Background: an optimization exercise with open tools, aiming at small area, a short achievable clock period and few clock cycles per item. Do not read the settings as production practice.
The RTL was checked by simulation tests, not by an equivalence proof against the original design.

## flow/design.v (module list and top-level ports; edited modules follow where they fit)
// module tecr_mul_a: 807 lines
// module tecr_mul_p: 1661 lines
// module tecr_color: 908 lines
// module terrain_elevation_color_ramp_top: 232 lines
module terrain_elevation_color_ramp_top (
    input  logic        aclk,
    input  logic        aresetn,
    input  logic        s_tvalid,
    output logic        s_tready,
    input  logic [31:0] s_tdata,
    output logic        m_tvalid,
    input  logic        m_tready,
    output logic [23:0] m_tdata,
    input  logic        psel,
    input  logic        penable,
    input  logic        pwrite,
    input  logic [2:0]  paddr,
    input  logic [31:0] pwdata,
    output logic [31:0] prdata,
    output logic        pready
);
  // ...
==> flow/flow/run.sh <==
#!/bin/bash
# The standard layout, with timing repair aimed at a 6.0 ns period instead
# of the 13.5 ns clock (the constraints themselves are unchanged), and port
# buffers that can drive their loads
set -euo pipefail
bash standard.sh SETUP_SLACK_MARGIN=7.5 \
    "BUFFER_PORTS_ARGS=-buffer_cell sky130_fd_sc_hd__buf_4" \
    finish > flow_make.log 2>&1
==> flow/standard.sh <==
#!/bin/bash
# synth_recipe.tcl (not shown) runs the flow's synth.tcl, then flattens the netlist and writes it again
# the make line also repeats each setting of config.mk as NAME=value (left out here)
make -C /OpenROAD-flow-scripts/flow DESIGN_CONFIG=/design/flow/config.mk WORK_HOME=/design/flow/orfs CLKGATE_MAP_FILE= SYNTH_SCRIPT=/design/flow/synth_recipe.tcl "${@:-finish}"
==> flow/config.mk <==
export PLATFORM = sky130hd
export DESIGN_NAME = terrain_elevation_color_ramp_top
export DESIGN_NICKNAME = terrain_elevation_color_ramp_top
export VERILOG_FILES = /design/flow/design.v
export SDC_FILE = /design/flow/constraint.sdc
export NUM_CORES = 4
export LEC_CHECK = 0
export ABC_AREA = 1
export CAP_MARGIN = 20
export CORE_MARGIN = 2
export CORE_UTILIZATION = 40
export SLEW_MARGIN = 20
==> flow/constraint.sdc <==
create_clock -name core_clock -period 13.5 [get_ports {aclk}]
set_input_delay 2.7000 -clock core_clock [delete_from_list [all_inputs] [get_ports {aclk}]]
set_output_delay 2.7000 -clock core_clock [all_outputs]
set_load 0.01 [all_outputs]
==> impl_metrics.prom, run 1 <==
# TYPE chip_impl_metric gauge
chip_impl_info{name="run_status",value="complete, no violations"} 1
chip_impl_metric{name="dieArea",unit="mm^2"} 0.173
chip_impl_metric{name="clock_area_frac",unit=""} 0.0344
chip_impl_metric{name="seq_area_frac_synth",unit=""} 0.280
chip_impl_metric{name="grt_pass1_vias",unit=""} 56600
chip_impl_metric{name="met1Wirelength",unit="um"} 85400
chip_impl_metric{name="compound_cell_area_share_of_the_yosys_netlist",unit=""} 0.151
chip_impl_metric{name="drt-vias-per-instance",unit=""} 5.54
chip_impl_info{name="tritoncts",value="done"} 1
chip_impl_metric{name="antenna_found_initial",unit=""} 1
chip_impl_metric{name="worstRegToRegCells",unit=""} 25
chip_impl_metric{name="dr_total_vias",unit=""} 58100
chip_impl_metric{name="post-place-ws",unit="ps"} 6450
chip_impl_metric{name="cts-root-to-sink-buffers",unit=""} 3
chip_impl_metric{name="drt-pass1-iter-count",unit=""} 6
chip_impl_metric{name="hold-path-cell-count",unit=""} 0
chip_impl_metric{name="worst_hold_slack",unit="ps"} 381
chip_impl_metric{name="finish.net_count",unit=""} 9276
chip_impl_metric{name="numCtsBuffers",unit=""} 77
chip_impl_metric{name="setup_slack_reg_to_reg",unit="ps"} 7580
chip_impl_metric{name="synth.area.mux_share",unit=""} 0.000589
chip_impl_metric{name="synthesis.area",unit="mm^2"} 0.0679
chip_impl_metric{name="drt_wl_total",unit="um"} 206000
chip_impl_info{name="r2r-start",value="r2[3]"} 1
chip_impl_metric{name="timing.setup.tns",unit="ps"} 0
chip_impl_info{name="biggestCellCategory",value="multi-input combinational cells"} 1
chip_impl_metric{name="route.detailed.wl_per_inst",unit="um"} 19.6
chip_impl_metric{name="floorplan.tapcells",unit=""} 2218
chip_impl_metric{name="groute.layer.met2.usage",unit=""} 0.382
chip_impl_metric{name="drt_drc_violations_left",unit=""} 0
chip_impl_metric{name="clk_pin_slew_worst_paths",unit="ps"} 60
chip_impl_info{name="path_delay_family",value="buffers and inverters"} 1
chip_impl_metric{name="post_synth_top_area_share",unit=""} 0.260
chip_impl_metric{name="track_usage",unit=""} 0.230
chip_impl_metric{name="bufAreaShareNonClock",unit=""} 0.0319
chip_impl_metric{name="final-seq-area",unit="mm^2"} 0.0190
chip_impl_info{name="yosysMostFrequentCell",value="sky130_fd_sc_hd__nand2_1"} 1
chip_impl_info{name="hp-class",value="reg -> reg"} 1
chip_impl_metric{name="clock_latency",unit="ps"} 690
chip_impl_metric{name="crit_required",unit="ps"} 10800
chip_impl_info{name="clk_root_buffer_cell",value="sky130_fd_sc_hd__clkbuf_16"} 1
chip_impl_metric{name="io_buffers",unit=""} 97
Testbench counts, summed over its fixed seeds: cycles 16,488, items 16,384.
==> module terrain_elevation_color_ramp_top, before the edit <==
module terrain_elevation_color_ramp_top (
    input  logic        aclk,
    input  logic        aresetn,
    input  logic        s_tvalid,
    output logic        s_tready,
    input  logic [31:0] s_tdata,
    output logic        m_tvalid,
    input  logic        m_tready,
    output logic [23:0] m_tdata,
    input  logic        psel,
    input  logic        penable,
    input  logic        pwrite,
    input  logic [2:0]  paddr,
    input  logic [31:0] pwdata,
    output logic [31:0] prdata,
    output logic        pready
);
    localparam int NDS = 8;           
    logic [15:0] snow_reg, str_reg;
    assign pready = 1'b1;
    always_ff @(posedge aclk) begin
        if (!aresetn) begin
            snow_reg <= tecr_pkg::SNOW_LINE_RST;
            str_reg  <= tecr_pkg::STRENGTH_RST;
        end else if (psel && penable && pwrite) begin
            if (paddr[2]) str_reg  <= pwdata[15:0];
            else          snow_reg <= pwdata[15:0];
        end
    end
    assign prdata = {16'd0, paddr[2] ? str_reg : snow_reg};
    logic en;                           
    logic skid_v;
    logic rdy;                          
    assign en       = !skid_v;
    assign s_tready = rdy;
    logic [15:0] e0, tmp0;
    logic [14:0] c0;
    assign e0   = s_tdata[15:0];
    assign tmp0 = s_tdata[31:16];
    always_comb begin
        logic [15:0] mag;
        mag = e0[15] ? 16'(-e0) : e0;
        c0  = (mag > 16'd16384) ? 15'd16384 : mag[14:0];
    end
    logic        v1;
    logic [15:0] tmp1;
    logic [14:0] c1;
    logic        oc1;
    always_ff @(posedge aclk) begin
        if (!aresetn) v1 <= 1'b0;
        else if (en)  v1 <= s_tvalid;
    end
    always_ff @(posedge aclk) begin
        if (en) begin
            tmp1  <= tmp0;
            c1    <= c0;
            oc1   <= e0[15];
        end
    end
    logic [16:0] t1;
    logic [17:0] r1x;
    logic [30:0] a1;
    tecr_mul_a u_mul_a (.t(tmp1), .k(str_reg), .a(a1));
    assign t1  = oc1 ? 17'(c1) : {c1, 2'b00};
    assign r1x = {1'b0, t1} - {2'b00, snow_reg};
    logic        v2;
    logic [30:0] a2;
    logic [16:0] r2;
    logic [14:0] c2;
    logic        oc2, ng2, sn2;
    always_ff @(posedge aclk) begin
        if (!aresetn) v2 <= 1'b0;
        else if (en)  v2 <= v1;
    end
    always_ff @(posedge aclk) begin
        if (en) begin
            a2  <= a1;
            r2  <= r1x[16:0];
            c2  <= c1;
            oc2 <= oc1;
            ng2 <= tmp1[15];
            sn2 <= !oc1 && !r1x[17] && (r1x[16:0] != 17'd0);
        end
    end
    logic [36:0] x2;
    tecr_mul_p u_mul_p (.a(a2), .r(r2), .x(x2));
    logic        v3;
    logic [36:0] x3;
    logic [14:0] c3;
    logic        oc3, ng3, sn3;
    always_ff @(posedge aclk) begin
        if (!aresetn) v3 <= 1'b0;
        else if (en)  v3 <= v2;
    end
    always_ff @(posedge aclk) begin
        if (en) begin
            x3  <= x2;
            c3  <= c2;
            oc3 <= oc2;
            ng3 <= ng2;
            sn3 <= sn2;
        end
    end
    function automatic logic [31:0] dstep(input logic [31:0] rx, input logic [15:0] s);
        logic [16:0] trial;
        logic [17:0] sum;
        logic        ge;
        trial = {rx[31:16], rx[15]};
        sum   = {1'b0, trial} + {2'b00, s};
        ge    = sum[17] | sum[16];
        dstep = {ge ? sum[15:0] : trial[15:0], rx[14:0], ge};
    endfunction
    logic [20:0] hi3;
    logic [21:0] hs3;
    logic        sat3;
    assign hi3  = x3[36:16];
    assign hs3  = {1'b0, hi3} + {6'd0, snow_reg};
    assign sat3 = |hs3[21:16];
    logic        dv   [NDS+1];
    logic [31:0] drx  [NDS+1];
    logic        dsat [NDS+1];
    logic [14:0] dc   [NDS+1];
    logic        doc  [NDS+1], dng [NDS+1], dsn [NDS+1];
    always_comb begin
        dv[0]   = v3;
        drx[0]  = x3[31:0];
        dsat[0] = sat3;
        dc[0]   = c3;
        doc[0]  = oc3;
        dng[0]  = ng3;
        dsn[0]  = sn3;
    end
    for (genvar k = 1; k <= NDS; k++) begin : g_div
        logic [31:0] nx;
        always_comb begin
            nx = drx[k-1];
            for (int j = 0; j < 16 / NDS; j++) nx = dstep(nx, snow_reg);
        end
        always_ff @(posedge aclk) begin
            if (!aresetn) dv[k] <= 1'b0;
            else if (en)  dv[k] <= dv[k-1];
        end
        always_ff @(posedge aclk) begin
            if (en) begin
                drx[k]  <= nx;
                dsat[k] <= dsat[k-1];
                dc[k]   <= dc[k-1];
                doc[k]  <= doc[k-1];
                dng[k]  <= dng[k-1];
                dsn[k]  <= dsn[k-1];
            end
        end
    end
    logic [15:0] qf;
    logic [16:0] tf;
    logic [16:0] posf;
    assign qf = drx[NDS][15:0];
    assign tf = doc[NDS] ? 17'(dc[NDS]) : {dc[NDS], 2'b00};
    always_comb begin
        logic [17:0] sum;
        sum  = '0;
        posf = tf;
        if (dsn[NDS]) begin
            if (dng[NDS]) begin
                sum  = {1'b0, tf} + {2'b00, qf};
                posf = (dsat[NDS] || sum > 18'd65536) ? 17'h10000 : sum[16:0];
            end else begin
                sum  = {1'b0, tf} - {2'b00, qf};
                posf = (dsat[NDS] || sum[17]) ? 17'd0 : sum[16:0];
            end
        end
    end
    logic [2:0]  segf;
    logic [16:0] ff;
    always_comb begin
        logic [16:0] u;
        logic [14:0] n;
        n = dc[NDS];
        u = {n, 2'b00} + 17'(n);
        if (doc[NDS]) begin
            if (n <= 15'd3276) begin segf = 3'd5; ff = {u[14:0], 2'b00}; end
            else               begin segf = 3'd6; ff = u - 17'd16384;    end
        end else if (posf[16]) begin
            segf = 3'd4; ff = '0;
        end else begin
            segf = {1'b0, posf[15:14]}; ff = {1'b0, posf[13:0], 2'b00};
        end
    end
    logic        vg;
    logic [2:0]  segg, segs;
    logic [16:0] fg, fs;
    logic        out_v;
    logic [23:0] out_d;
    logic [23:0] colg;
    logic        o_acc, g_acc;
    assign o_acc = !out_v || m_tready;
    assign g_acc = o_acc || !vg;
    always_ff @(posedge aclk) begin
        if (!aresetn) begin
            vg     <= 1'b0;
            out_v  <= 1'b0;
            skid_v <= 1'b0;
            rdy    <= 1'b1;
        end else begin
            if (o_acc) out_v <= vg;
            if (g_acc) vg <= skid_v || dv[NDS];
            if (skid_v) begin
                if (g_acc) begin
                    skid_v <= 1'b0;
                    rdy    <= 1'b1;
                end
            end else if (dv[NDS] && !g_acc) begin
                skid_v <= 1'b1;
                rdy    <= 1'b0;
            end
        end
    end
    always_ff @(posedge aclk) begin
        if (g_acc) begin
            segg <= skid_v ? segs : segf;
            fg   <= skid_v ? fs : ff;
        end
        if (!skid_v) begin
            segs <= segf;
            fs   <= ff;
        end
        if (o_acc) out_d <= colg;
    end
    tecr_color u_color (.seg(segg), .f(fg), .rgb(colg));
    assign m_tvalid = out_v;
    assign m_tdata  = out_d;
endmodule
==> inputs of run 2 (changes only) <==
--- a/flow/design.v
+++ b/flow/design.v
@@ -3447,7 +3447,7 @@
     logic [30:0] a2;
     logic [16:0] r2;
     logic [14:0] c2;
-    logic        oc2, ng2, sn2;
+    logic        fl2, sn2;       
     always_ff @(posedge aclk) begin
         if (!aresetn) v2 <= 1'b0;
         else if (en)  v2 <= v1;
@@ -3457,8 +3457,7 @@
             a2  <= a1;
             r2  <= r1x[16:0];
             c2  <= c1;
-            oc2 <= oc1;
-            ng2 <= tmp1[15];
+            fl2 <= (!oc1 && !r1x[17] && (r1x[16:0] != 17'd0)) ? tmp1[15] : oc1;
             sn2 <= !oc1 && !r1x[17] && (r1x[16:0] != 17'd0);
         end
     end
@@ -3467,7 +3466,7 @@
     logic        v3;
     logic [36:0] x3;
     logic [14:0] c3;
-    logic        oc3, ng3, sn3;
+    logic        fl3, sn3;
     always_ff @(posedge aclk) begin
         if (!aresetn) v3 <= 1'b0;
         else if (en)  v3 <= v2;
@@ -3476,18 +3475,17 @@
         if (en) begin
             x3  <= x2;
             c3  <= c2;
-            oc3 <= oc2;
-            ng3 <= ng2;
+            fl3 <= fl2;
             sn3 <= sn2;
         end
     end
     function automatic logic [31:0] dstep(input logic [31:0] rx, input logic [15:0] s);
         logic [16:0] trial;
-        logic [17:0] sum;
+        logic [16:0] sum;
         logic        ge;
         trial = {rx[31:16], rx[15]};
-        sum   = {1'b0, trial} + {2'b00, s};
-        ge    = sum[17] | sum[16];
+        sum   = {1'b0, trial[15:0]} + {1'b0, s};
+        ge    = trial[16] | sum[16];
         dstep = {ge ? sum[15:0] : trial[15:0], rx[14:0], ge};
     endfunction
     logic [20:0] hi3;
@@ -3498,17 +3496,14 @@
     assign sat3 = |hs3[21:16];
     logic        dv   [NDS+1];
     logic [31:0] drx  [NDS+1];
-    logic        dsat [NDS+1];
     logic [14:0] dc   [NDS+1];
-    logic        doc  [NDS+1], dng [NDS+1], dsn [NDS+1];
+    logic        dfl  [NDS+1], dsn [NDS+1];
     always_comb begin
         dv[0]   = v3;
         drx[0]  = x3[31:0];
-        dsat[0] = sat3;
-        dc[0]   = c3;
-        doc[0]  = oc3;
-        dng[0]  = ng3;
-        dsn[0]  = sn3;
+        dc[0]   = (sn3 && sat3) ? (fl3 ? 15'd16384 : 15'd0) : c3;
+        dfl[0]  = fl3 && !(sn3 && sat3);
+        dsn[0]  = sn3 && !sat3;
     end
     for (genvar k = 1; k <= NDS; k++) begin : g_div
         logic [31:0] nx;
@@ -3523,10 +3518,8 @@
         always_ff @(posedge aclk) begin
             if (en) begin
                 drx[k]  <= nx;
-                dsat[k] <= dsat[k-1];
                 dc[k]   <= dc[k-1];
-                doc[k]  <= doc[k-1];
-                dng[k]  <= dng[k-1];
+                dfl[k]  <= dfl[k-1];
                 dsn[k]  <= dsn[k-1];
             end
         end
@@ -3535,18 +3528,18 @@
     logic [16:0] tf;
     logic [16:0] posf;
     assign qf = drx[NDS][15:0];
-    assign tf = doc[NDS] ? 17'(dc[NDS]) : {dc[NDS], 2'b00};
+    assign tf = (dfl[NDS] && !dsn[NDS]) ? 17'(dc[NDS]) : {dc[NDS], 2'b00};
     always_comb begin
         logic [17:0] sum;
         sum  = '0;
         posf = tf;
         if (dsn[NDS]) begin
-            if (dng[NDS]) begin
+            if (dfl[NDS]) begin
                 sum  = {1'b0, tf} + {2'b00, qf};
-                posf = (dsat[NDS] || sum > 18'd65536) ? 17'h10000 : sum[16:0];
+                posf = (sum > 18'd65536) ? 17'h10000 : sum[16:0];
             end else begin
                 sum  = {1'b0, tf} - {2'b00, qf};
-                posf = (dsat[NDS] || sum[17]) ? 17'd0 : sum[16:0];
+                posf = sum[17] ? 17'd0 : sum[16:0];
             end
         end
     end
@@ -3557,7 +3550,7 @@
         logic [14:0] n;
         n = dc[NDS];
         u = {n, 2'b00} + 17'(n);
-        if (doc[NDS]) begin
+        if ((dfl[NDS] && !dsn[NDS])) begin
             if (n <= 15'd3276) begin segf = 3'd5; ff = {u[14:0], 2'b00}; end
             else               begin segf = 3'd6; ff = u - 17'd16384;    end
         end else if (posf[16]) begin
==> run 2 against run 1 <==
Clock skew decreased by 7.3 ps. Non-clock buffer count is 31 lower. Highest routed layer unchanged. Still clean. Final cell count is 0.25% higher. Register-to-register slack gained 80 ps. Via count down 1.2%. Largest cell class unchanged. First-iteration DRC count about the same.
==> impl_metrics.prom, run 2 <==
# TYPE chip_impl_metric gauge
chip_impl_metric{name="yosys_warnings",unit=""} 7
chip_impl_metric{name="numCtsBuffers",unit=""} 75
chip_impl_metric{name="gr-total-overflow",unit=""} 0
chip_impl_metric{name="maxCapViolations",unit=""} 0
chip_impl_metric{name="maxSlewViolCount",unit=""} 0
chip_impl_info{name="critical_path_s_slowest_cell",value="sky130_fd_sc_hd__o21ai_0"} 1
chip_impl_metric{name="fraction_of_registers_with_async_set_reset",unit=""} 0
chip_impl_info{name="clk_root_buffer_cell",value="sky130_fd_sc_hd__clkbuf_16"} 1
chip_impl_metric{name="cts-root-to-sink-buffers",unit=""} 3
chip_impl_metric{name="hpwl_after_detailed_placement",unit="um"} 150000
chip_impl_metric{name="final.min_clock_period",unit="ps"} 5980
chip_impl_metric{name="dieHeight",unit="um"} 413
chip_impl_metric{name="worstPathArrival",unit="ps"} 3280
chip_impl_info{name="largest_register",value="drx"} 1
chip_impl_info{name="critPathCaptureType",value="output pin"} 1
chip_impl_info{name="crit_chain",value="buf_12 -> o21ai_0 -> buf_4"} 1
chip_impl_metric{name="seq_area_frac_synth",unit=""} 0.276
chip_impl_metric{name="finish.net_count",unit=""} 9316
chip_impl_metric{name="clk_pin_slew_worst_paths",unit="ps"} 60
chip_impl_metric{name="grt_pass1_wl",unit="um"} 314000
chip_impl_metric{name="post_route_cells_drive_above_1_share",unit=""} 0.0713
chip_impl_metric{name="crit_required",unit="ps"} 10800
chip_impl_metric{name="number_of_flip_flops_in_the_largest_register",unit=""} 240
chip_impl_metric{name="clock_latency",unit="ps"} 680
chip_impl_metric{name="die-width",unit="um"} 413
chip_impl_metric{name="report.final.setup_viol",unit=""} 0
chip_impl_metric{name="fp-row-count",unit=""} 150
chip_impl_metric{name="critical_path.max_stage_delay",unit="ps"} 260
chip_impl_metric{name="final-seq-area",unit="mm^2"} 0.0185
chip_impl_metric{name="post-route-worst-setup-slack",unit="ps"} 7520
chip_impl_info{name="rsz0062_at_grt",value="yes"} 1
chip_impl_metric{name="track_usage",unit=""} 0.232
chip_impl_metric{name="antennaDiodeCount",unit=""} 0
chip_impl_metric{name="post-place-ws",unit="ps"} 6640
chip_impl_metric{name="h-tree-depth",unit=""} 3
chip_impl_metric{name="drt_wl_total",unit="um"} 201000
chip_impl_metric{name="ant_nets",unit=""} 0
chip_impl_metric{name="boundaryPins",unit=""} 133
chip_impl_metric{name="critPathMaxFanout",unit=""} 34
chip_impl_info{name="yosysMostFrequentCell",value="sky130_fd_sc_hd__nand2_1"} 1
chip_impl_metric{name="dr_total_vias",unit=""} 57400
chip_impl_metric{name="route.detailed.wl_per_inst",unit="um"} 19.1
chip_impl_metric{name="fmaxAchievable",unit="GHz"} 0.167
chip_impl_info{name="tritoncts",value="done"} 1
chip_impl_info{name="synth.cells.most_frequent",value="1509 x sky130_fd_sc_hd__nand2_1, 1094 x sky130_fd_sc_hd__inv_1, 609 x sky130_fd_sc_hd__ha_1, 591 x sky130_fd_sc_hd__xor2_1, 582 x sky130_fd_sc_hd__a21oi_1"} 1
chip_impl_info{name="layout_commonest_cell",value="sky130_fd_sc_hd__nand2_1"} 1
chip_impl_metric{name="grt_pass1_vias",unit=""} 56200
chip_impl_metric{name="drc_marker_count_from_the_first_detailed_route_iteration",unit=""} 4927
chip_impl_info{name="yosys-top-cells-area",value="sky130_fd_sc_hd__edfxtp_1 26%, sky130_fd_sc_hd__ha_1 11%, sky130_fd_sc_hd__fa_1 11%"} 1
chip_impl_metric{name="finalClockSkew",unit="ps"} 42.8
chip_impl_info{name="postSynth.topFlopCell",value="sky130_fd_sc_hd__edfxtp_1"} 1
chip_impl_metric{name="fp.coreArea",unit="mm^2"} 0.167
chip_impl_info{name="criticalPathCategory",value="in -> out"} 1
chip_impl_metric{name="hold_viol",unit=""} 0
chip_impl_metric{name="post_synth_top_area_share",unit=""} 0.256
chip_impl_metric{name="antenna_found_initial",unit=""} 0
chip_impl_metric{name="dieArea",unit="mm^2"} 0.171
chip_impl_metric{name="grt_start_max_net_pins",unit=""} 154
chip_impl_metric{name="synth_edf_count",unit=""} 571
chip_impl_metric{name="multiInputGateArea",unit="mm^2"} 0.0433
chip_impl_metric{name="clock_sink_total",unit=""} 638
chip_impl_metric{name="post_synth_num_cell_types",unit=""} 64
chip_impl_metric{name="cts.hold.buffers_added",unit=""} 0
chip_impl_metric{name="timing.setup.tns",unit="ps"} 0
chip_impl_metric{name="io_buffers",unit=""} 97
chip_impl_info{name="synth_top_area_cell",value="sky130_fd_sc_hd__edfxtp_1"} 1
chip_impl_metric{name="timing_worst_slew_pin_value",unit="ps"} 1040
chip_impl_metric{name="synthesis.area_per_instance",unit="um^2"} 8.14
chip_impl_metric{name="worst_hold_slack",unit="ps"} 390
chip_impl_info{name="worst_setup_path_start_kind",value="input port"} 1
chip_impl_metric{name="drt-pass1-iter-count",unit=""} 7
chip_impl_info{name="most_frequent_cells_in_the_layout",value="1499 x sky130_fd_sc_hd__nand2_1, 1083 x sky130_fd_sc_hd__inv_1, 590 x sky130_fd_sc_hd__ha_1"} 1
chip_impl_metric{name="slew-limit-headroom",unit=""} 0.307
chip_impl_metric{name="drt-vias-per-instance",unit=""} 5.46
chip_impl_metric{name="gp_congestion",unit=""} 0.955
chip_impl_metric{name="synthesis.area",unit="mm^2"} 0.0669
chip_impl_metric{name="fillCellCount",unit=""} 16500
chip_impl_info{name="run_status",value="complete, no violations"} 1
chip_impl_info{name="reg_top3",value="drx x240, dc x120, x3 x37"} 1
chip_impl_metric{name="initial_core_utilization",unit=""} 0.402
chip_impl_metric{name="synthesis.instances",unit=""} 8222
chip_impl_metric{name="areaGrowthSynthToFinish",unit="%"} 9.89
chip_impl_metric{name="ys_seq_elements",unit=""} 638
chip_impl_info{name="hp-class",value="reg -> reg"} 1
chip_impl_metric{name="drt_drc_violations_left",unit=""} 0
chip_impl_metric{name="layout_worst_path_cycle_share",unit=""} 0.443
-- run 2: changes by cell type after synthesis, moves of 22 or more --
| cell | previous run | this run |
|---|---|---|
| sky130_fd_sc_hd__xor2_1 | 662 | 591 |
| sky130_fd_sc_hd__nand2_2 | 37 | 15 |
| sky130_fd_sc_hd__or2_2 | 23 | 46 |
| sky130_fd_sc_hd__nand3_1 | 268 | 302 |
| sky130_fd_sc_hd__o21ai_0 | 404 | 505 |
| sky130_fd_sc_hd__nand2_1 | 1350 | 1509 |
| sky130_fd_sc_hd__a21oi_1 | 609 | 582 |
| sky130_fd_sc_hd__xnor2_1 | 134 | 157 |
| sky130_fd_sc_hd__nand4_1 | 131 | 45 |
-- run 2: repair_timing --
| item | 4_1_cts | 5_1_grt |
|---|---|---|
| pin swaps | 1 | 6 |
| resized for setup | 49 | 125 |
| cloned | 1 | 3 |
| setup endpoints to repair | 60 | 70 |
| buffers inserted | 12 | 31 |
-- run 2: metrics by stage --
stage	util	std cells	area, um^2
global route	0.441	10500	73500
CTS	0.436	10500	72700
floorplan	-	8237	67000
detailed placement	0.420	10300	69900
finish	0.441	10500	73500
global placement	0.420	10300	69900
-- run 2: cells by family after synthesis --
group,after synthesis,synth area share
flops,638,0.276
other cells,2,0.000112
fa+ha+maj,984,0.226
mux,3,0.000467
buf+inv,1458,0.0847
xor+xnor,748,0.0979
compound gates,1844,0.158
simple gates,2545,0.157
-- run 2: critical path: cells and delay by family --
family,cells,cell delay [ps]
buf+inv,2,320
compound gates,1,260
-- run 2: final timing paths --
kind                            slack (ps)  cells after the start  startpoint    endpoint
worst max-delay path                  7520                      3    paddr[2]   prdata[7]
worst max register to register        7660                     24       r2[3]      x3[32]
worst min register to register         390                      0   drx[5][8]  drx[6][10]
worst min-delay path                   390                      0   drx[5][8]  drx[6][10]
-- run 2: layout make-up --
cell class                      count  area share
Sequential cell                   638       0.251
Clock inverter                     39     0.00573
Clock buffer                       98      0.0280
Multi-Input combinational cell   6141       0.589
Timing Repair Buffer              234      0.0280
Inverter                         1168      0.0607
Tap cell                         2204      0.0375
-- run 2: per-layer routing --
metal / global-route usage / up-vias / share of wire
met4: 0.0826 / 2 / 0.034
met5: 0 / - / 0.00029
met3: 0.0346 / 394 / 0.065
met2: 0.383 / 1937 / 0.47
met1: 0.308 / 27300 / 0.44
li1: - / 27800 / -
Testbench counts of run 2, summed over its fixed seeds: cycles 16,488, items 16,384.
==> inputs of run 3 (changes only) <==
--- a/flow/config.mk
+++ b/flow/config.mk
@@ -8,5 +8,5 @@
 export ABC_AREA = 1
 export CAP_MARGIN = 20
 export CORE_MARGIN = 2
-export CORE_UTILIZATION = 40
+export CORE_UTILIZATION = 55
 export SLEW_MARGIN = 20
==> run 3 against run 2 <==
Still clean on timing, DRC and antenna. Register-to-register slack got worse by 20 ps. Synthesized cell count unchanged. Non-clock buffer count increased by 28. Clock skew decreased by 8.4 ps. Final area decreased by 0.50%. Core utilization increased by 17 points. Highest routed layer is now met4.
==> impl_metrics.prom, run 3 <==
# TYPE chip_impl_metric gauge
chip_impl_metric{name="maxCapViolations",unit=""} 0
chip_impl_metric{name="dieArea",unit="mm^2"} 0.124
chip_impl_metric{name="synth_edf_count",unit=""} 571
chip_impl_info{name="postSynth.topFlopCell",value="sky130_fd_sc_hd__edfxtp_1"} 1
chip_impl_info{name="largest_register",value="drx"} 1
chip_impl_metric{name="post-route-worst-setup-slack",unit="ps"} 7550
chip_impl_info{name="worst_setup_path_start_kind",value="input port"} 1
chip_impl_metric{name="placement.cell_area",unit="mm^2"} 0.0691
chip_impl_metric{name="crit_required",unit="ps"} 10800
chip_impl_metric{name="drt_drc_violations_left",unit=""} 0
chip_impl_metric{name="hpwl_after_detailed_placement",unit="um"} 151000
chip_impl_metric{name="numCtsBuffers",unit=""} 73
chip_impl_info{name="yosysMostFrequentCell",value="sky130_fd_sc_hd__nand2_1"} 1
chip_impl_info{name="tritoncts",value="done"} 1
chip_impl_metric{name="timing_worst_slew_pin_value",unit="ps"} 1120
chip_impl_metric{name="drt-vias-per-instance",unit=""} 5.86
chip_impl_metric{name="timing.setup.tns",unit="ps"} 0
chip_impl_metric{name="critPathMaxFanout",unit=""} 34
chip_impl_info{name="synth_top_area_cell",value="sky130_fd_sc_hd__edfxtp_1"} 1
chip_impl_info{name="timing.rr.end",value="x3[24]"} 1
chip_impl_info{name="critPathCaptureType",value="output pin"} 1
chip_impl_metric{name="post_route_cells_drive_above_1_share",unit=""} 0.0776
chip_impl_metric{name="ys_seq_elements",unit=""} 638
chip_impl_info{name="yosys-top-cells-area",value="sky130_fd_sc_hd__edfxtp_1 26%, sky130_fd_sc_hd__ha_1 11%, sky130_fd_sc_hd__fa_1 11%"} 1
chip_impl_metric{name="number_of_flip_flops_in_the_largest_register",unit=""} 240
chip_impl_metric{name="gp_congestion",unit=""} 0.978
chip_impl_metric{name="drt-pass1-iter-count",unit=""} 6
chip_impl_metric{name="route.detailed.wl_per_inst",unit="um"} 20.8
chip_impl_metric{name="grt_pass1_vias",unit=""} 57000
chip_impl_metric{name="layout_worst_path_cycle_share",unit=""} 0.441
chip_impl_metric{name="ant_nets",unit=""} 0
chip_impl_metric{name="post_synth_num_cell_types",unit=""} 64
chip_impl_metric{name="cts-root-to-sink-buffers",unit=""} 3
chip_impl_metric{name="setup_slack_reg_to_reg",unit="ps"} 7640
chip_impl_metric{name="gr-total-overflow",unit=""} 0
chip_impl_metric{name="dr_total_vias",unit=""} 58300
chip_impl_info{name="layout_commonest_cell",value="sky130_fd_sc_hd__nand2_1"} 1
chip_impl_metric{name="boundaryPins",unit=""} 133
chip_impl_metric{name="finish.net_count",unit=""} 9344
chip_impl_info{name="run_status",value="complete, no violations"} 1
chip_impl_metric{name="worstRegToRegCells",unit=""} 22
chip_impl_metric{name="slew-limit-headroom",unit=""} 0.250
chip_impl_metric{name="drt_wl_total",unit="um"} 207000
chip_impl_metric{name="seq_area_frac_synth",unit=""} 0.276
chip_impl_metric{name="antennaDiodeCount",unit=""} 0
chip_impl_metric{name="post_synth_top_area_share",unit=""} 0.256
chip_impl_metric{name="grt_start_max_net_pins",unit=""} 133
chip_impl_metric{name="maxSlewViolCount",unit=""} 0
chip_impl_metric{name="fp.coreArea",unit="mm^2"} 0.120
chip_impl_metric{name="fillCellCount",unit=""} 10900
chip_impl_metric{name="io_buffers",unit=""} 97
chip_impl_metric{name="hold_viol",unit=""} 0
chip_impl_info{name="hp-class",value="reg -> reg"} 1
chip_impl_info{name="clk_root_buffer_cell",value="sky130_fd_sc_hd__clkbuf_16"} 1
chip_impl_metric{name="fraction_of_registers_with_async_set_reset",unit=""} 0
chip_impl_metric{name="track_usage",unit=""} 0.325
chip_impl_metric{name="synthesis.area_per_instance",unit="um^2"} 8.14
chip_impl_metric{name="clk_pin_slew_worst_paths",unit="ps"} 70
chip_impl_metric{name="areaGrowthSynthToFinish",unit="%"} 9.35
chip_impl_metric{name="clock_latency",unit="ps"} 680
chip_impl_metric{name="cts.hold.buffers_added",unit=""} 0
chip_impl_info{name="hold_end",value="drx[8][14]"} 1
chip_impl_info{name="r2r-start",value="a2[6]"} 1
chip_impl_metric{name="hold-path-cell-count",unit=""} 0
chip_impl_metric{name="fmaxAchievable",unit="GHz"} 0.168
chip_impl_metric{name="clock_sink_total",unit=""} 638
chip_impl_info{name="criticalPathCategory",value="in -> out"} 1
chip_impl_metric{name="fp-row-count",unit=""} 127
chip_impl_info{name="rsz0062_at_grt",value="yes"} 1
chip_impl_info{name="most_frequent_cells_in_the_layout",value="1498 x sky130_fd_sc_hd__nand2_1, 1082 x sky130_fd_sc_hd__inv_1, 590 x sky130_fd_sc_hd__ha_1"} 1
chip_impl_metric{name="dieHeight",unit="um"} 353
chip_impl_metric{name="h-tree-depth",unit=""} 3
chip_impl_metric{name="post-place-ws",unit="ps"} 6690
chip_impl_metric{name="grt_pass1_wl",unit="um"} 318000
chip_impl_metric{name="die-width",unit="um"} 353
chip_impl_info{name="startpoint",value="paddr[2]"} 1
chip_impl_info{name="hold_start",value="drx[7][12]"} 1
chip_impl_metric{name="synthesis.area",unit="mm^2"} 0.0669
chip_impl_metric{name="initial_core_utilization",unit=""} 0.556
chip_impl_info{name="synth.cells.most_frequent",value="1509 x sky130_fd_sc_hd__nand2_1, 1094 x sky130_fd_sc_hd__inv_1, 609 x sky130_fd_sc_hd__ha_1, 591 x sky130_fd_sc_hd__xor2_1, 582 x sky130_fd_sc_hd__a21oi_1"} 1
chip_impl_metric{name="antenna_found_initial",unit=""} 1
chip_impl_metric{name="final.min_clock_period",unit="ps"} 5950
chip_impl_metric{name="finalClockSkew",unit="ps"} 34.4
chip_impl_metric{name="yosys_warnings",unit=""} 7
chip_impl_metric{name="synthesis.instances",unit=""} 8222
chip_impl_metric{name="drc_marker_count_from_the_first_detailed_route_iteration",unit=""} 5803
chip_impl_metric{name="report.final.setup_viol",unit=""} 0
chip_impl_info{name="reg_top3",value="drx x240, dc x120, x3 x37"} 1
chip_impl_metric{name="worstPathArrival",unit="ps"} 3250
chip_impl_metric{name="layout.cell_area.non_filler",unit="mm^2"} 0.0732
run 3: kinds of logic after synthesis:
| kind of cell | after synthesis | share of synthesized area |
|---|---|---|
| and+or+nand+nor | 2545 | 0.157 |
| buffers and inverters | 1458 | 0.0847 |
| muxes | 3 | 0.000467 |
| xor gates and xnor gates | 748 | 0.0979 |
| DFF | 638 | 0.276 |
| AOI/OAI and AO/OA | 1844 | 0.158 |
| adders and majority gates | 984 | 0.226 |
| other | 2 | 0.000112 |
run 3: worst max-delay path, cell delays in order:
cell	delay, ps
sky130_fd_sc_hd__buf_8	180
sky130_fd_sc_hd__nand2_1	70
sky130_fd_sc_hd__o21ai_1	130
sky130_fd_sc_hd__buf_4	160
run 3: final cells by class:
class	instances	area, um^2	share of cell area
multi-input cells	6142	43500	0.594
flip-flops and latches	638	18500	0.253
inverters	1168	4480	0.0612
repair buffers	262	2300	0.0314
clock buffers	91	2030	0.0277
well taps	1612	2020	0.0276
clock inverters	41	388	0.00530
repair inverters	1	5.00	0.0000684
run 3: per-stage QoR:
stage / instances / hold slack, ps / util
3_5_place_dp: 9731 / 405 / 0.574
5_1_grt: 9955 / 412 / 0.608
4_1_cts: 9883 / 402 / 0.598
3_3_place_gp: 9731 / 401 / 0.574
6_report: 9955 / 405 / 0.608
2_1_floorplan: 8237 / 400 / -
run 3: repair_timing:
item                                    4_1_cts  5_1_grt
endpoints found under the setup margin       77       66
gates resized for setup                      61      151
pin swaps                                     2       15
gates cloned                                  1        6
buffers inserted                             19       66
run 3: how the worst max path moves through the flow:
stage | to | slack (ps) | cells past startpoint
global route | out_d[23] | 7440 | 31
global placement | out_d[23] | 6670 | 25
CTS | out_d[5] | 7500 | 30
finish | prdata[15] | 7550 | 4
floorplan | prdata[1] | 7490 | 3
detailed placement | out_d[23] | 6690 | 25
run 3: metal layers:
layer	global-route usage	wire length, um	vias up
met5	0	0	-
met1	0.422	86200	27600
met2	0.539	96400	2425
li1	-	-	27800
met3	0.0454	14800	533
met4	0.148	9450	0
==> inputs of run 4 (changes only) <==
--- a/flow/config.mk
+++ b/flow/config.mk
@@ -6,7 +6,8 @@
 export NUM_CORES = 4
 export LEC_CHECK = 0
 export ABC_AREA = 1
-export CAP_MARGIN = 20
+export CAP_MARGIN = 10
 export CORE_MARGIN = 2
 export CORE_UTILIZATION = 55
-export SLEW_MARGIN = 20
+export PLACE_DENSITY = 0.7
+export SLEW_MARGIN = 10
==> run 4 against run 3 <==
Still clean on timing, DRC and antenna. Synthesized cell count stayed put. Register-to-register slack worse by 70 ps. Non-clock buffer count did not move. Sequential share of layout area barely moved. Area after synthesis unchanged. Core utilization is 0.088 points lower. Global-route usage is 1.1 points lower. Highest routed layer unchanged.
==> impl_metrics.prom, run 4 <==
# TYPE chip_impl_metric gauge
chip_impl_metric{name="multiInputGateArea",unit="mm^2"} 0.0433
chip_impl_metric{name="grt_pass1_vias",unit=""} 56900
chip_impl_metric{name="final-seq-area",unit="mm^2"} 0.0185
chip_impl_metric{name="fillCellCount",unit=""} 10700
chip_impl_metric{name="synthesis.area_per_instance",unit="um^2"} 8.14
chip_impl_info{name="synth.cells.most_frequent",value="1509 x sky130_fd_sc_hd__nand2_1, 1094 x sky130_fd_sc_hd__inv_1, 609 x sky130_fd_sc_hd__ha_1, 591 x sky130_fd_sc_hd__xor2_1, 582 x sky130_fd_sc_hd__a21oi_1"} 1
chip_impl_info{name="worst_setup_path_start_kind",value="input port"} 1
chip_impl_info{name="layout_commonest_cell",value="sky130_fd_sc_hd__nand2_1"} 1
chip_impl_metric{name="post_synth_top_area_share",unit=""} 0.256
chip_impl_metric{name="boundaryPins",unit=""} 133
chip_impl_info{name="clk_root_buffer_cell",value="sky130_fd_sc_hd__clkbuf_16"} 1
chip_impl_metric{name="fraction_of_registers_with_async_set_reset",unit=""} 0
chip_impl_info{name="criticalPathCategory",value="in -> out"} 1
chip_impl_metric{name="post_route_cells_drive_above_1_share",unit=""} 0.0734
chip_impl_metric{name="drt-vias-per-instance",unit=""} 5.89
chip_impl_metric{name="met2_wirelength",unit="um"} 93000
chip_impl_metric{name="timing.setup.tns",unit="ps"} 0
chip_impl_metric{name="gp_congestion",unit=""} 0.978
chip_impl_metric{name="yosys_warnings",unit=""} 7
chip_impl_metric{name="post_synth_num_cell_types",unit=""} 64
chip_impl_metric{name="clock_sink_total",unit=""} 638
chip_impl_metric{name="io_buffers",unit=""} 97
chip_impl_info{name="rsz0062_at_grt",value="yes"} 1
chip_impl_metric{name="timing_worst_slew_pin_value",unit="ps"} 1060
chip_impl_info{name="run_status",value="complete, no violations"} 1
chip_impl_metric{name="finalCoreUtilization",unit=""} 0.607
chip_impl_metric{name="fp-row-count",unit=""} 127
chip_impl_metric{name="route.detailed.wl_per_inst",unit="um"} 20.2
chip_impl_info{name="most_frequent_cells_in_the_layout",value="1501 x sky130_fd_sc_hd__nand2_1, 1082 x sky130_fd_sc_hd__inv_1, 591 x sky130_fd_sc_hd__ha_1"} 1
chip_impl_metric{name="crit_required",unit="ps"} 10800
chip_impl_metric{name="number_of_flip_flops_in_the_largest_register",unit=""} 240
chip_impl_metric{name="critPathMaxFanout",unit=""} 34
chip_impl_metric{name="final.min_clock_period",unit="ps"} 5980
chip_impl_metric{name="layout_worst_path_cycle_share",unit=""} 0.443
chip_impl_metric{name="grt_start_max_net_pins",unit=""} 158
chip_impl_metric{name="fp.coreArea",unit="mm^2"} 0.120
chip_impl_metric{name="hold_viol",unit=""} 0
chip_impl_metric{name="met3_length",unit="um"} 15600
chip_impl_metric{name="report.final.setup_viol",unit=""} 0
chip_impl_metric{name="clock_latency",unit="ps"} 680
chip_impl_info{name="critPathCaptureType",value="output pin"} 1
chip_impl_metric{name="maxSlewViolCount",unit=""} 0
chip_impl_metric{name="dr_total_vias",unit=""} 58700
chip_impl_metric{name="drc_marker_count_from_the_first_detailed_route_iteration",unit=""} 5388
chip_impl_metric{name="synth_edf_count",unit=""} 571
chip_impl_metric{name="cts.hold.buffers_added",unit=""} 0
chip_impl_info{name="yosys-top-cells-area",value="sky130_fd_sc_hd__edfxtp_1 26%, sky130_fd_sc_hd__ha_1 11%, sky130_fd_sc_hd__fa_1 11%"} 1
chip_impl_metric{name="antenna_found_initial",unit=""} 1
chip_impl_metric{name="synthesis.area",unit="mm^2"} 0.0669
chip_impl_metric{name="h-tree-depth",unit=""} 3
chip_impl_metric{name="worstPathArrival",unit="ps"} 3280
chip_impl_info{name="postSynth.topFlopCell",value="sky130_fd_sc_hd__edfxtp_1"} 1
chip_impl_metric{name="fmaxAchievable",unit="GHz"} 0.167
chip_impl_metric{name="maxCapViolations",unit=""} 0
chip_impl_metric{name="slew-limit-headroom",unit=""} 0.291
chip_impl_metric{name="drt_drc_violations_left",unit=""} 0
chip_impl_metric{name="grt_pass1_wl",unit="um"} 312000
chip_impl_metric{name="seq_area_frac_synth",unit=""} 0.276
chip_impl_info{name="hp-class",value="reg -> reg"} 1
chip_impl_metric{name="areaGrowthSynthToFinish",unit="%"} 9.19
chip_impl_info{name="reg_top3",value="drx x240, dc x120, x3 x37"} 1
chip_impl_metric{name="ant_nets",unit=""} 0
chip_impl_metric{name="initial_core_utilization",unit=""} 0.556
chip_impl_metric{name="numCtsBuffers",unit=""} 73
chip_impl_metric{name="finalClockSkew",unit="ps"} 44.8
chip_impl_metric{name="gr-total-overflow",unit=""} 0
chip_impl_metric{name="hpwl_after_detailed_placement",unit="um"} 148000
chip_impl_info{name="tritoncts",value="done"} 1
chip_impl_metric{name="clk_pin_slew_worst_paths",unit="ps"} 60
chip_impl_metric{name="ys_seq_elements",unit=""} 638
chip_impl_info{name="largest_register",value="drx"} 1
chip_impl_metric{name="die-width",unit="um"} 353
chip_impl_metric{name="track_usage",unit=""} 0.314
chip_impl_info{name="synth_top_area_cell",value="sky130_fd_sc_hd__edfxtp_1"} 1
chip_impl_metric{name="dieHeight",unit="um"} 353
chip_impl_info{name="max_layer_used",value="met4"} 1
chip_impl_metric{name="drt-pass1-iter-count",unit=""} 6
chip_impl_metric{name="synthesis.instances",unit=""} 8222
chip_impl_metric{name="met1Wirelength",unit="um"} 83400
chip_impl_metric{name="dieArea",unit="mm^2"} 0.124
chip_impl_info{name="yosysMostFrequentCell",value="sky130_fd_sc_hd__nand2_1"} 1
chip_impl_metric{name="cts-root-to-sink-buffers",unit=""} 3
chip_impl_metric{name="drt_wl_total",unit="um"} 202000
chip_impl_metric{name="finish.net_count",unit=""} 9342
run 4: stage by stage:
| step | instances | hold WS, ps | area [um^2] | setup slack (ps) |
|---|---|---|---|---|
| 6_report | 9956 | 394 | 73100 | 7520 |
| 5_1_grt | 9954 | 395 | 73100 | 7300 |
| 4_1_cts | 9881 | 386 | 71900 | 7450 |
| 3_5_place_dp | 9736 | 405 | 69100 | 6570 |
| 3_3_place_gp | 9736 | 401 | 69100 | 6590 |
| 2_1_floorplan | 8237 | 400 | 67000 | 7490 |
run 4: cells by family (layout without fill, tap and decap cells):
group / Yosys count / in the layout / share of synthesized area
XOR/XNOR: 748 / 748 / 0.0979
AND/OR/NAND/NOR: 2545 / 2545 / 0.157
AO/OA/AOI/OAI: 1844 / 1844 / 0.158
other: 2 / 19 / 0.000112
multiplexers: 3 / 3 / 0.000467
adder cells (fa/ha/maj): 984 / 984 / 0.226
buffers and inverters: 1458 / 1563 / 0.0847
flip-flops: 638 / 638 / 0.276
run 4: critical path, stage by stage:
cell                      delay, ps
sky130_fd_sc_hd__buf_8          140
sky130_fd_sc_hd__o21ai_0        250
sky130_fd_sc_hd__buf_4          170
run 4: cell type report:
type / count / share of cell area
clock buffer: 104 / 0.0289
inverter: 1168 / 0.0609
multi-input combinational: 6141 / 0.593
antenna: 2 / 0.0000685
timing repair buffer: 262 / 0.0321
tap: 1612 / 0.0276
sequential: 638 / 0.253
clock inverter: 29 / 0.00459
run 4: worst paths after layout:
| path | start | end | slack (ps) | depth (start not counted) |
|---|---|---|---|---|
| hold / removal | drx[3][10] | drx[4][12] | 390 | 0 |
| hold reg to reg | drx[3][10] | drx[4][12] | 390 | 0 |
| setup / recovery | paddr[2] | prdata[15] | 7520 | 3 |
| setup reg to reg | r2[3] | x3[34] | 7570 | 23 |
run 4: timing repair:
| action | in CTS | in global routing |
|---|---|---|
| endpoints found under the hold margin | 0 | 0 |
| pin swaps | 0 | 11 |
| resized for setup | 58 | 133 |
| gates cloned | 1 | 5 |
| setup buffers | 11 | 67 |
| endpoints found under the setup margin | 61 | 80 |
run 4: per-layer routing:
metal,up-vias,track usage
met5,-,0
met4,0,0.139
met1,27600,0.409
met2,2622,0.520
li1,27800,-
met3,580,0.0468
==> inputs of run 5 (changes only) <==
--- a/flow/config.mk
+++ b/flow/config.mk
@@ -6,8 +6,8 @@
 export NUM_CORES = 4
 export LEC_CHECK = 0
 export ABC_AREA = 1
-export CAP_MARGIN = 10
+export CAP_MARGIN = 20
 export CORE_MARGIN = 2
-export CORE_UTILIZATION = 55
-export PLACE_DENSITY = 0.7
-export SLEW_MARGIN = 10
+export CORE_UTILIZATION = 40
+export SLEW_MARGIN = 20
+export TNS_END_PERCENT = 20
==> run 5 against run 4 <==
Sequential share of layout area is 0.17 points lower. Still clean. Synthesized cell count did not move. Critical path type unchanged. Wire length rose by 1.7%. Hold slack got worse by 22 ps.
==> impl_metrics.prom, run 5 <==
# TYPE chip_impl_metric gauge
chip_impl_metric{name="areaGrowthSynthToFinish",unit="%"} 9.91
chip_impl_metric{name="report.final.setup_viol",unit=""} 0
chip_impl_metric{name="slew-limit-headroom",unit=""} 0.307
chip_impl_metric{name="die-width",unit="um"} 413
chip_impl_metric{name="fmaxAchievable",unit="GHz"} 0.165
chip_impl_metric{name="finish.net_count",unit=""} 9329
chip_impl_info{name="crit_chain",value="buf_6 -> o21ai_0 -> buf_4"} 1
chip_impl_metric{name="ant_nets",unit=""} 0
chip_impl_info{name="largest_register",value="drx"} 1
chip_impl_metric{name="fraction_of_registers_with_async_set_reset",unit=""} 0
chip_impl_metric{name="route.detailed.wl_per_inst",unit="um"} 19.5
chip_impl_metric{name="timing.setup.tns",unit="ps"} 0
chip_impl_metric{name="seq_area_frac_synth",unit=""} 0.276
chip_impl_info{name="run_status",value="complete, no violations"} 1
chip_impl_metric{name="timing_worst_slew_pin_value",unit="ps"} 1040
chip_impl_info{name="layout_commonest_cell",value="sky130_fd_sc_hd__nand2_1"} 1
chip_impl_metric{name="compound_cell_area_share_of_the_yosys_netlist",unit=""} 0.158
chip_impl_metric{name="ys_seq_elements",unit=""} 638
chip_impl_metric{name="post_route_cells_drive_above_1_share",unit=""} 0.0706
chip_impl_info{name="tritoncts",value="done"} 1
chip_impl_info{name="synth.cells.most_frequent",value="1509 x sky130_fd_sc_hd__nand2_1, 1094 x sky130_fd_sc_hd__inv_1, 609 x sky130_fd_sc_hd__ha_1, 591 x sky130_fd_sc_hd__xor2_1, 582 x sky130_fd_sc_hd__a21oi_1"} 1
chip_impl_metric{name="gr-total-overflow",unit=""} 0
chip_impl_metric{name="dieHeight",unit="um"} 413
chip_impl_metric{name="hold_viol",unit=""} 0
chip_impl_info{name="rsz0062_at_grt",value="yes"} 1
chip_impl_info{name="hp-class",value="reg -> reg"} 1
chip_impl_metric{name="number_of_flip_flops_in_the_largest_register",unit=""} 240
chip_impl_metric{name="synth_edf_count",unit=""} 571
chip_impl_metric{name="dieArea",unit="mm^2"} 0.171
chip_impl_metric{name="crit_required",unit="ps"} 10800
chip_impl_info{name="timing.rr.end",value="x3[23]"} 1
chip_impl_metric{name="post-place-ws",unit="ps"} 6890
chip_impl_metric{name="io_buffers",unit=""} 97
chip_impl_metric{name="dr_total_vias",unit=""} 58200
chip_impl_metric{name="drt_drc_violations_left",unit=""} 0
chip_impl_info{name="hold_end",value="dc[5][10]"} 1
chip_impl_metric{name="post_synth_num_cell_types",unit=""} 64
chip_impl_info{name="reg_top3",value="drx x240, dc x120, x3 x37"} 1
chip_impl_metric{name="yosys_warnings",unit=""} 7
chip_impl_metric{name="drc_marker_count_from_the_first_detailed_route_iteration",unit=""} 5034
chip_impl_metric{name="grt_start_max_net_pins",unit=""} 197
chip_impl_metric{name="critical_path.max_stage_delay",unit="ps"} 300
chip_impl_metric{name="drt-pass1-iter-count",unit=""} 6
chip_impl_metric{name="cts-root-to-sink-buffers",unit=""} 3
chip_impl_metric{name="finalClockSkew",unit="ps"} 65.9
chip_impl_info{name="r2r-start",value="a2[10]"} 1
chip_impl_metric{name="clk_pin_slew_worst_paths",unit="ps"} 60
chip_impl_info{name="postSynth.topFlopCell",value="sky130_fd_sc_hd__edfxtp_1"} 1
chip_impl_metric{name="drt-vias-per-instance",unit=""} 5.53
chip_impl_info{name="criticalPathCategory",value="in -> out"} 1
chip_impl_info{name="yosysMostFrequentCell",value="sky130_fd_sc_hd__nand2_1"} 1
chip_impl_info{name="worst_setup_path_start_kind",value="input port"} 1
chip_impl_info{name="critPathCaptureType",value="output pin"} 1
chip_impl_metric{name="antenna_found_initial",unit=""} 0
chip_impl_info{name="hold_start",value="dc[4][10]"} 1
chip_impl_metric{name="post-route-worst-setup-slack",unit="ps"} 7450
chip_impl_metric{name="synth.area.mux_share",unit=""} 0.000467
chip_impl_metric{name="hold-path-cell-count",unit=""} 0
chip_impl_metric{name="synthesis.instances",unit=""} 8222
chip_impl_metric{name="worstRegToRegCells",unit=""} 20
chip_impl_metric{name="synthesis.area",unit="mm^2"} 0.0669
chip_impl_metric{name="boundaryPins",unit=""} 133
chip_impl_metric{name="critPathMaxFanout",unit=""} 34
chip_impl_metric{name="clock_sink_total",unit=""} 638
chip_impl_metric{name="synth-xor-area-share",unit=""} 0.0979
chip_impl_info{name="yosys-top-cells-area",value="sky130_fd_sc_hd__edfxtp_1 26%, sky130_fd_sc_hd__ha_1 11%, sky130_fd_sc_hd__fa_1 11%"} 1
chip_impl_metric{name="setup_slack_reg_to_reg",unit="ps"} 7580
chip_impl_metric{name="cts.hold.buffers_added",unit=""} 0
chip_impl_metric{name="grt_pass1_vias",unit=""} 56800
chip_impl_info{name="clk_root_buffer_cell",value="sky130_fd_sc_hd__clkbuf_16"} 1
chip_impl_metric{name="fp.coreArea",unit="mm^2"} 0.167
chip_impl_metric{name="post_synth_top_area_share",unit=""} 0.256
chip_impl_metric{name="grt_pass1_wl",unit="um"} 320000
chip_impl_metric{name="hpwl_after_detailed_placement",unit="um"} 151000
chip_impl_metric{name="post_synthesis_share_of_cell_area_spent_on_full_adders_half_adders_and_majority_gates",unit=""} 0.226
chip_impl_metric{name="gp_congestion",unit=""} 0.945
chip_impl_metric{name="fp-row-count",unit=""} 150
chip_impl_info{name="critical_path_s_slowest_cell",value="sky130_fd_sc_hd__o21ai_0"} 1
chip_impl_metric{name="worstPathArrival",unit="ps"} 3350
chip_impl_metric{name="maxCapViolations",unit=""} 0
chip_impl_metric{name="final.min_clock_period",unit="ps"} 6050
chip_impl_metric{name="numCtsBuffers",unit=""} 76
chip_impl_metric{name="track_usage",unit=""} 0.236
chip_impl_info{name="synth_top_area_cell",value="sky130_fd_sc_hd__edfxtp_1"} 1
chip_impl_metric{name="drt_wl_total",unit="um"} 205000
chip_impl_metric{name="maxSlewViolCount",unit=""} 0
chip_impl_metric{name="clock_latency",unit="ps"} 690
chip_impl_metric{name="synthesis.area_per_instance",unit="um^2"} 8.14
chip_impl_metric{name="layout_worst_path_cycle_share",unit=""} 0.448
chip_impl_metric{name="antennaDiodeCount",unit=""} 0
chip_impl_metric{name="initial_core_utilization",unit=""} 0.402
chip_impl_metric{name="h-tree-depth",unit=""} 3
chip_impl_metric{name="area_fraction_in_and_or_nand_and_nor_cells_after_synthesis",unit=""} 0.157
chip_impl_info{name="synth_top_family_by_area",value="adder cells"} 1
chip_impl_info{name="most_frequent_cells_in_the_layout",value="1501 x sky130_fd_sc_hd__nand2_1, 1083 x sky130_fd_sc_hd__inv_1, 594 x sky130_fd_sc_hd__ha_1"} 1
[run 5: cell counts after synthesis]
Identical to the previous run, type by type.
[run 5: what timing repair did]
action                                  CTS  global route
setup buffers                             6            46
pin swaps                                 0            11
resized for setup                        47           115
cloned                                    2             3
endpoints found under the setup margin   69           111
hold endpoints to repair                  0             0
[run 5: kinds of logic (layout without fill, tap and decap cells)]
logic type      after synthesis  after routing
other cells                   2             17
flops                       638            638
compound gates             1844           1844
mux                           3              3
fa+ha+maj                   984            984
simple gates               2545           2546
buf+inv                    1458           1552
xor+xnor                    748            748
[run 5: how the worst max path moves through the flow]
| stage | start | to | slack (ps) |
|---|---|---|---|
| 2_1_floorplan | paddr[2] | prdata[10] | 7430 |
| 3_3_place_gp | fg[2] | out_d[5] | 6950 |
| 3_5_place_dp | fg[2] | out_d[5] | 6890 |
| 4_1_cts | paddr[2] | prdata[0] | 7390 |
| 5_1_grt | r2[7] | x3[25] | 7280 |
| 6_report | paddr[2] | prdata[0] | 7450 |
[run 5: worst max-delay path: cells and delay by family]
kind | cells | cell delay [ps]
buffers and inverters | 2 | 340
AO/OA/AOI/OAI | 1 | 300
[run 5: layer usage]
layer | track usage | up-vias | wire [um]
met2 | 0.391 | 2227 | 95000
li1 | - | 27800 | -
met4 | 0.0852 | 0 | 7540
met3 | 0.0325 | 462 | 13700
met1 | 0.315 | 27800 | 88900
met5 | 0 | - | 0
[run 5: per-stage QoR]
step	instances	area (um^2)	utilization	hold WS, ps
after floorplan	8237	67000	-	400
after global placement	10300	70000	0.420	400
after detailed placement	10300	70000	0.420	405
after CTS	10500	72700	0.436	366
after global routing	10500	73500	0.441	383
final	10500	73500	0.441	373
[run 5: final cells by class]
type | instances | area, um^2
sequential | 638 | 18500
timing repair buffer | 244 | 2080
tap | 2204 | 2760
multi-input combinational | 6142 | 43300
inverter | 1168 | 4450
timing repair inverter | 1 | 7.51
clock buffer | 91 | 1980
clock inverter | 48 | 497
fill | 16500 | 93100

-- what the ideal ports hide --
Ports are ideal in the flow. The routed layouts listed here were re-timed in OpenROAD.
Step 1 (the two cells are an assumption about what drives the block):
set clk [get_ports {aclk}]
set_driving_cell -lib_cell sky130_fd_sc_hd__clkbuf_16 $clk
set_driving_cell -lib_cell sky130_fd_sc_hd__buf_2 [delete_from_list [all_inputs] $clk]
Step 2 moves the port delays by t, midway between the first and last clock arrival at a register: inputs arrive t later, outputs are due t later. That takes back most of the time a late clock gives input paths.
Slacks: ideal ports / drivers / drivers and shift; pairs: ideal ports / drivers.
run | shift t [ns] | setup slack, ns | worst slew at a driven data input, ns | cell pins on the clock port's net
run 1 | 0.744 | 7.526 / 7.477 / 7.477 | 0.06 | 1
run 2 | 0.736 | 7.516 / 7.470 / 7.470 | 0.06 | 1
run 3 | 0.744 | 7.549 / 7.496 / 7.496 | 0.05 | 1
run 4 | 0.730 | 7.520 / 7.481 / 7.481 | 0.07 | 1
run 5 | 0.735 | 7.449 / 7.418 / 7.418 | 0.05 | 1
After both steps every run listed still meets setup and hold. For run 3, which loses most, drivers alone change the setup slack by -0.053 ns; drivers and shift together by -0.053 ns.
